This design comes from an exercise in tuning for small area, a short achievable clock period and few clock cycles on the open sky130 flow, not from production work.
Function was checked by simulation only, so behaviour that the tests miss may differ from the original.
No activity file was given, so power comes from the tool's default toggle rates.

## main
## four_channel_rate_limited_averager_top
module four_channel_rate_limited_averager_top (
	input  logic                          clk,
	input  logic                          arst_n,
	input  logic                          s_tvalid,
	output logic                          s_tready,
	input  logic [fcrla_pkg::IN_W-1:0]    s_tdata,
	input  logic [1:0]                    s_tuser,
	output logic                          m_tvalid,
	input  logic                          m_tready,
	output logic [fcrla_pkg::OUT_W-1:0]   m_tdata,
	input  logic                          cfg_we,
	input  logic [fcrla_pkg::IVAL_W-1:0]  cfg_data
);
==> flow/config.mk <==
export PLATFORM = sky130hd
export DESIGN_NAME = four_channel_rate_limited_averager_top
export DESIGN_NICKNAME = four_channel_rate_limited_averager_top
export VERILOG_FILES = /design/flow/design.v
export SDC_FILE = /design/flow/constraint.sdc
export NUM_CORES = 4
export LEC_CHECK = 0
export ABC_AREA = 1
export CAP_MARGIN = 20
export CORE_MARGIN = 2
export CORE_UTILIZATION = 40
export CTS_CLUSTER_DIAMETER = 100
export CTS_CLUSTER_SIZE = 24
export SETUP_SLACK_MARGIN = 2.5
export SLEW_MARGIN = 20
export TNS_END_PERCENT = 30
==> flow/constraint.sdc <==
create_clock -name core_clock -period 5.5 [get_ports {clk}]
set_input_delay 1.1000 -clock core_clock [delete_from_list [all_inputs] [get_ports {clk}]]
set_output_delay 1.1000 -clock core_clock [all_outputs]
set_load 0.01 [all_outputs]
standard.sh (not shown) runs the stock make flow with config.mk's settings and CLKGATE_MAP_FILE= SYNTH_SCRIPT=/design/flow/synth_recipe.tcl, a recipe that flattens the netlist after the stock synthesis.
==> flow/flow/run.sh <==
#!/bin/bash
# The standard layout (the standard.sh: standard synthesis, floorplan, placement, CTS,
# routing), except that the port buffers placement inserts are plain buffers
# (sky130_fd_sc_hd__buf_1) instead of the delay cell ORFS picks by default. Every input and
# output port still gets its own buffer; resizing may upsize it later.
set -euo pipefail
export BUFFER_PORTS_ARGS="-buffer_cell sky130_fd_sc_hd__buf_1"
bash standard.sh finish > standard.log 2>&1
main went all the way through synthesis, placement and routing and the layout is clean on timing, DRC and antenna.
Testbench counts of main, summed over its fixed seeds: cycles 15,879.
### main -> the feature branch
--- a/flow/config.mk
+++ b/flow/config.mk
@@ -11 +11 @@
-export CORE_UTILIZATION = 40
+export CORE_UTILIZATION = 55
@@ -13,0 +14 @@
+export PLACE_DENSITY = 0.75
@@ -16 +16,0 @@
-export TNS_END_PERCENT = 30
Findings:
Summary of the feature branch over main: total power increased by about 2.3% relative to the old numbers; clock tree buffer count of the final layout increased by about 6% relative to the old numbers.
Re critical path depth: the feature branch and main aren't equal, and the lower value belongs to main.
Diff the feature branch and main: sequential power higher in main


The RTL this note starts from:
==> flow/design.v <==
package fcrla_pkg;
	localparam int MAX_SAMPLES = 4096;
	localparam int SAMPLE_BITS = 16;
	localparam int LANES    = 4;
	localparam int AVG_W    = 16;
	localparam int COUNT_W  = 13;
	localparam int TIME_W   = 32;
	localparam int IVAL_W   = 16;
	localparam int TALLY_W  = $clog2(MAX_SAMPLES + 1);          
	localparam int TRIPLE_W = TALLY_W + 1;                      
	localparam int SUM_W    = SAMPLE_BITS + $clog2(MAX_SAMPLES);  
	localparam int REM_W    = SUM_W - AVG_W;                    
	localparam int STEPS    = AVG_W / 2;                        
	localparam int CNT_W    = $clog2(STEPS);
	localparam int IN_W     = 104;
	localparam int OUT_W    = 80;
	localparam logic [IVAL_W-1:0] EMIT_INTERVAL_RESET = IVAL_W'(1000);
endpackage
module fcrla_lane (
	input  logic                              clk,
	input  logic                              acc_zero,  
	input  logic                              add,
	input  logic [fcrla_pkg::SAMPLE_BITS-1:0] sample,
	input  logic                              follow,    
	input  logic                              step,
	input  logic [fcrla_pkg::TALLY_W-1:0]     d1,        
	input  logic [fcrla_pkg::TRIPLE_W-1:0]    d3,        
	output logic [fcrla_pkg::AVG_W-1:0]       avg
);
	localparam int SW = fcrla_pkg::SUM_W;
	localparam int RW = fcrla_pkg::REM_W;
	localparam int AW = fcrla_pkg::AVG_W;
	logic [SW-1:0]   acc_q;
	logic [SW-1:0]   acc_sum;
	logic [SW-1:0]   acc_d;
	logic [SW-1:0]   div_q;
	logic [RW+1:0]   r4;
	logic [RW+2:0]   s1, s2, s3;
	logic [RW-1:0]   rem;
	logic [1:0]      qd;
	assign acc_sum = acc_q + SW'(sample);
	always_comb begin
		unique case ({acc_zero, add})
			2'b00: acc_d = acc_q;
			2'b01: acc_d = acc_sum;
			2'b10: acc_d = '0;
			2'b11: acc_d = SW'(sample);
		endcase
	end
	always_ff @(posedge clk) begin
		acc_q <= acc_d;
	end
	assign r4 = div_q[SW-1:AW-2];
	assign s1 = {1'b0, r4} - (RW+3)'(d1);
	assign s2 = {1'b0, r4} - (RW+3)'({d1, 1'b0});
	assign s3 = {1'b0, r4} - (RW+3)'(d3);
	always_comb begin
		if (!s3[RW+2]) begin
			qd  = 2'd3;
			rem = s3[RW-1:0];
		end else if (!s2[RW+2]) begin
			qd  = 2'd2;
			rem = s2[RW-1:0];
		end else if (!s1[RW+2]) begin
			qd  = 2'd1;
			rem = s1[RW-1:0];
		end else begin
			qd  = 2'd0;
			rem = r4[RW-1:0];
		end
	end
	always_ff @(posedge clk) begin
		if (follow) begin
			div_q <= acc_d;
		end else if (step) begin
			div_q <= {rem, div_q[AW-3:0], qd};
		end
	end
	assign avg = div_q[AW-1:0];
endmodule
module four_channel_rate_limited_averager_top (
	input  logic                          clk,
	input  logic                          arst_n,
	input  logic                          s_tvalid,
	output logic                          s_tready,
	input  logic [fcrla_pkg::IN_W-1:0]    s_tdata,
	input  logic [1:0]                    s_tuser,
	output logic                          m_tvalid,
	input  logic                          m_tready,
	output logic [fcrla_pkg::OUT_W-1:0]   m_tdata,
	input  logic                          cfg_we,
	input  logic [fcrla_pkg::IVAL_W-1:0]  cfg_data
);
	localparam int TW = fcrla_pkg::TALLY_W;
	localparam int XW = fcrla_pkg::TRIPLE_W;
	localparam int HW = fcrla_pkg::TIME_W / 2;
	logic [fcrla_pkg::IVAL_W-1:0] ival_q;
	logic                         cfgd_q;    
	logic                         stream_q;
	logic [2*HW-1:0]              last_q;
	logic [HW:0]                  end_q;     
	logic [TW-1:0]                tally_q;
	logic [XW-1:0]                triple_q;  
	logic                         ready_q;
	logic                         pend_q;    
	logic                         busy_q;    
	logic                         valid_q;   
	logic [fcrla_pkg::CNT_W-1:0]  cnt_q;
	logic [TW-1:0]                count_q;   
	logic [XW-1:0]                count3_q;
	logic                         accept;
	logic                         start;
	logic                         smp;
	logic [HW-1:0]                now_lo, now_hi, last_hi1;
	logic                         borrow;
	logic                         lt_end;
	logic                         in_window;
	logic                         hi_zero;
	logic                         emit;
	logic                         div_free;
	logic                         load;
	logic                         zero;
	logic                         add;
	logic                         done;
	logic                         busy_d, valid_d, pend_d, free_d;
	logic [TW-1:0]                tally_d;
	logic [XW-1:0]                triple_d;
	logic [HW:0]                  end_sum;
	logic [fcrla_pkg::AVG_W-1:0]  avg [fcrla_pkg::LANES];
	assign now_lo   = s_tdata[1 +: HW];
	assign now_hi   = s_tdata[1 + HW +: HW];
	assign div_free = !busy_q && !valid_q;
	assign load     = pend_q && div_free;
	assign s_tready = ready_q;
	assign accept   = s_tvalid && ready_q;
	assign start    = accept && (s_tuser == 2'd1);
	assign smp      = accept && (s_tuser == 2'd0) && stream_q && s_tdata[0];
	assign zero     = load || start;
	assign add      = smp && (zero || !tally_q[TW-1]);
	assign tally_d  = (zero ? '0 : tally_q) + TW'(add);
	assign triple_d = (zero ? '0 : triple_q) + (add ? XW'(3) : '0);
	assign last_hi1  = last_q[2*HW-1:HW] + HW'(1);
	assign borrow    = now_lo < last_q[HW-1:0];
	assign lt_end    = now_lo < end_q[HW-1:0];
	assign in_window = end_q[HW] ? (!borrow || lt_end) : (!borrow && lt_end);
	assign hi_zero   = borrow ? (now_hi == last_hi1) : (now_hi == last_q[2*HW-1:HW]);
	assign emit      = smp && hi_zero && in_window ? 1'b0 : smp;
	assign end_sum  = (cfgd_q ? {1'b0, last_q[HW-1:0]} : {1'b0, now_lo}) + (HW+1)'(ival_q);
	assign done    = busy_q && cnt_q == fcrla_pkg::CNT_W'(fcrla_pkg::STEPS - 1);
	assign busy_d  = load || (busy_q && !done);
	assign valid_d = done || (valid_q && !m_tready);
	assign free_d  = !busy_d && !valid_d;
	assign pend_d  = emit || (pend_q && !div_free);
	genvar g;
	generate
		for (g = 0; g < fcrla_pkg::LANES; g++) begin : g_lane
			fcrla_lane u_lane (
				.clk      (clk),
				.acc_zero (zero),
				.add      (add),
				.sample   (s_tdata[33 + 16*g +: fcrla_pkg::SAMPLE_BITS]),
				.follow   (free_d),
				.step     (load || busy_q),
				.d1       (count_q),
				.d3       (count3_q),
				.avg      (avg[g])
			);
		end
	endgenerate
	always_ff @(posedge clk) begin
		tally_q  <= tally_d;
		triple_q <= triple_d;
		if (free_d) begin
			count_q  <= tally_d;
			count3_q <= triple_d;
		end
		if (load) begin
			cnt_q <= fcrla_pkg::CNT_W'(1);
		end else if (busy_q) begin
			cnt_q <= cnt_q + fcrla_pkg::CNT_W'(1);
		end
	end
	always_ff @(posedge clk or negedge arst_n) begin
		if (!arst_n) begin
			ival_q <= fcrla_pkg::EMIT_INTERVAL_RESET;
			cfgd_q <= 1'b0;
		end else begin
			cfgd_q <= cfg_we;
			if (cfg_we) begin
				ival_q <= cfg_data;
			end
		end
	end
	always_ff @(posedge clk or negedge arst_n) begin
		if (!arst_n) begin
			stream_q <= 1'b0;
		end else if (accept && s_tuser == 2'd1) begin
			stream_q <= 1'b1;
		end else if (accept && s_tuser == 2'd2) begin
			stream_q <= 1'b0;
		end
	end
	always_ff @(posedge clk or negedge arst_n) begin
		if (!arst_n) begin
			last_q <= '0;
			end_q  <= (HW+1)'(fcrla_pkg::EMIT_INTERVAL_RESET);
		end else begin
			if (emit) begin
				last_q <= {now_hi, now_lo};
			end
			if (emit || cfgd_q) begin
				end_q <= end_sum;
			end
		end
	end
	always_ff @(posedge clk or negedge arst_n) begin
		if (!arst_n) begin
			ready_q <= 1'b1;
			pend_q  <= 1'b0;
			busy_q  <= 1'b0;
			valid_q <= 1'b0;
		end else begin
			ready_q <= !cfg_we && !(pend_d && !free_d);
			pend_q  <= pend_d;
			busy_q  <= busy_d;
			valid_q <= valid_d;
		end
	end
	assign m_tvalid = valid_q;
	assign m_tdata  = {3'b000, count_q, avg[3], avg[2], avg[1], avg[0]};
endmodule
==> flow/config.mk <==
export PLATFORM = sky130hd
export DESIGN_NAME = four_channel_rate_limited_averager_top
export DESIGN_NICKNAME = four_channel_rate_limited_averager_top
export VERILOG_FILES = /design/flow/design.v
export SDC_FILE = /design/flow/constraint.sdc
export NUM_CORES = 4
export LEC_CHECK = 0
export ABC_AREA = 1
export CAP_MARGIN = 20
export CORE_MARGIN = 2
export CORE_UTILIZATION = 40
export SETUP_SLACK_MARGIN = 2.0
export SLEW_MARGIN = 20
==> flow/constraint.sdc <==
create_clock -name core_clock -period 5.5 [get_ports {clk}]
set_input_delay 1.1000 -clock core_clock [delete_from_list [all_inputs] [get_ports {clk}]]
set_output_delay 1.1000 -clock core_clock [all_outputs]
set_load 0.01 [all_outputs]
run.sh (not shown) runs the stock make flow with config.mk's settings and CLKGATE_MAP_FILE= SYNTH_SCRIPT=/design/flow/synth_recipe.tcl, a recipe that flattens the netlist after the stock synthesis.
Stock flow here: none of the scripts above is used.
The starting point produced a clean layout.
Testbench counts at the start, summed over its fixed seeds: cycles 15,879.
Then changed:
ABC_AREA = not set   (was 1)
SETUP_SLACK_MARGIN = 1.5   (was 2.0)
Result: The new run went through all stages and came out clean; routed wire length falls by 4.6%; final area falls by 2.8%; setup slack degrades by 510 ps; cell count came out lower by about 14%; clock power is about the same; die area came out lower by about 2%; synthesized area goes down by about 2%; register-to-register slack is worse by 350 ps.
Then changed:
SETUP_SLACK_MARGIN = 2.6   (was 1.5)
The changed run finished with timing, DRC and antenna clean.
Worst hold slack is worse by 3.2 ps.
Critical path depth stays the same.
Cell count rises by 6.5%.
Global-route usage came out higher by 2.8 points.
Total power came out higher by 28%.
Count of clock-buffer cells in the layout drops by 6.

[separate check: timing with driven ports]
How much do the figures lean on ideal ports? The routed layouts below were timed once more, with nothing changed but the port constraints.
Step 1 (the two cells are an assumption about what drives the block):
set clk [get_ports {clk}]
set_driving_cell -lib_cell sky130_fd_sc_hd__clkbuf_16 $clk
set_driving_cell -lib_cell sky130_fd_sc_hd__buf_2 [delete_from_list [all_inputs] $clk]
Step 2 also shifts input and output timing later by t, the mid clock arrival at the registers, as if the neighbouring blocks saw the same clock.
Slacks: ideal ports / drivers / drivers and shift; pairs: ideal ports / drivers.
| run | t, ns | slack for setup (ns) | clock arrival spread, ns | worst register clock-pin slew, ns | cell pins on the clock port's net |
|---|---|---|---|---|---|
| main | 0.671 | 2.530 / 2.530 / 1.954 | 0.038 / 0.038 | 0.11 / 0.11 | 1 |
| the feature branch | 0.623 | 2.446 / 2.446 / 1.963 | 0.023 / 0.023 | 0.11 / 0.11 | 1 |
| the first run of note 2 | 0.628 | 2.107 / 2.107 / 1.518 | 0.039 / 0.038 | 0.07 / 0.07 | 1 |
| the second run of note 2 | 0.638 | 1.595 / 1.613 / 0.975 | 0.024 / 0.024 | 0.07 / 0.07 | 1 |
| the third run of note 2 | 0.639 | 1.905 / 1.925 / 1.285 | 0.019 / 0.019 | 0.06 / 0.06 | 1 |
After both steps setup and hold are still met in every run listed.
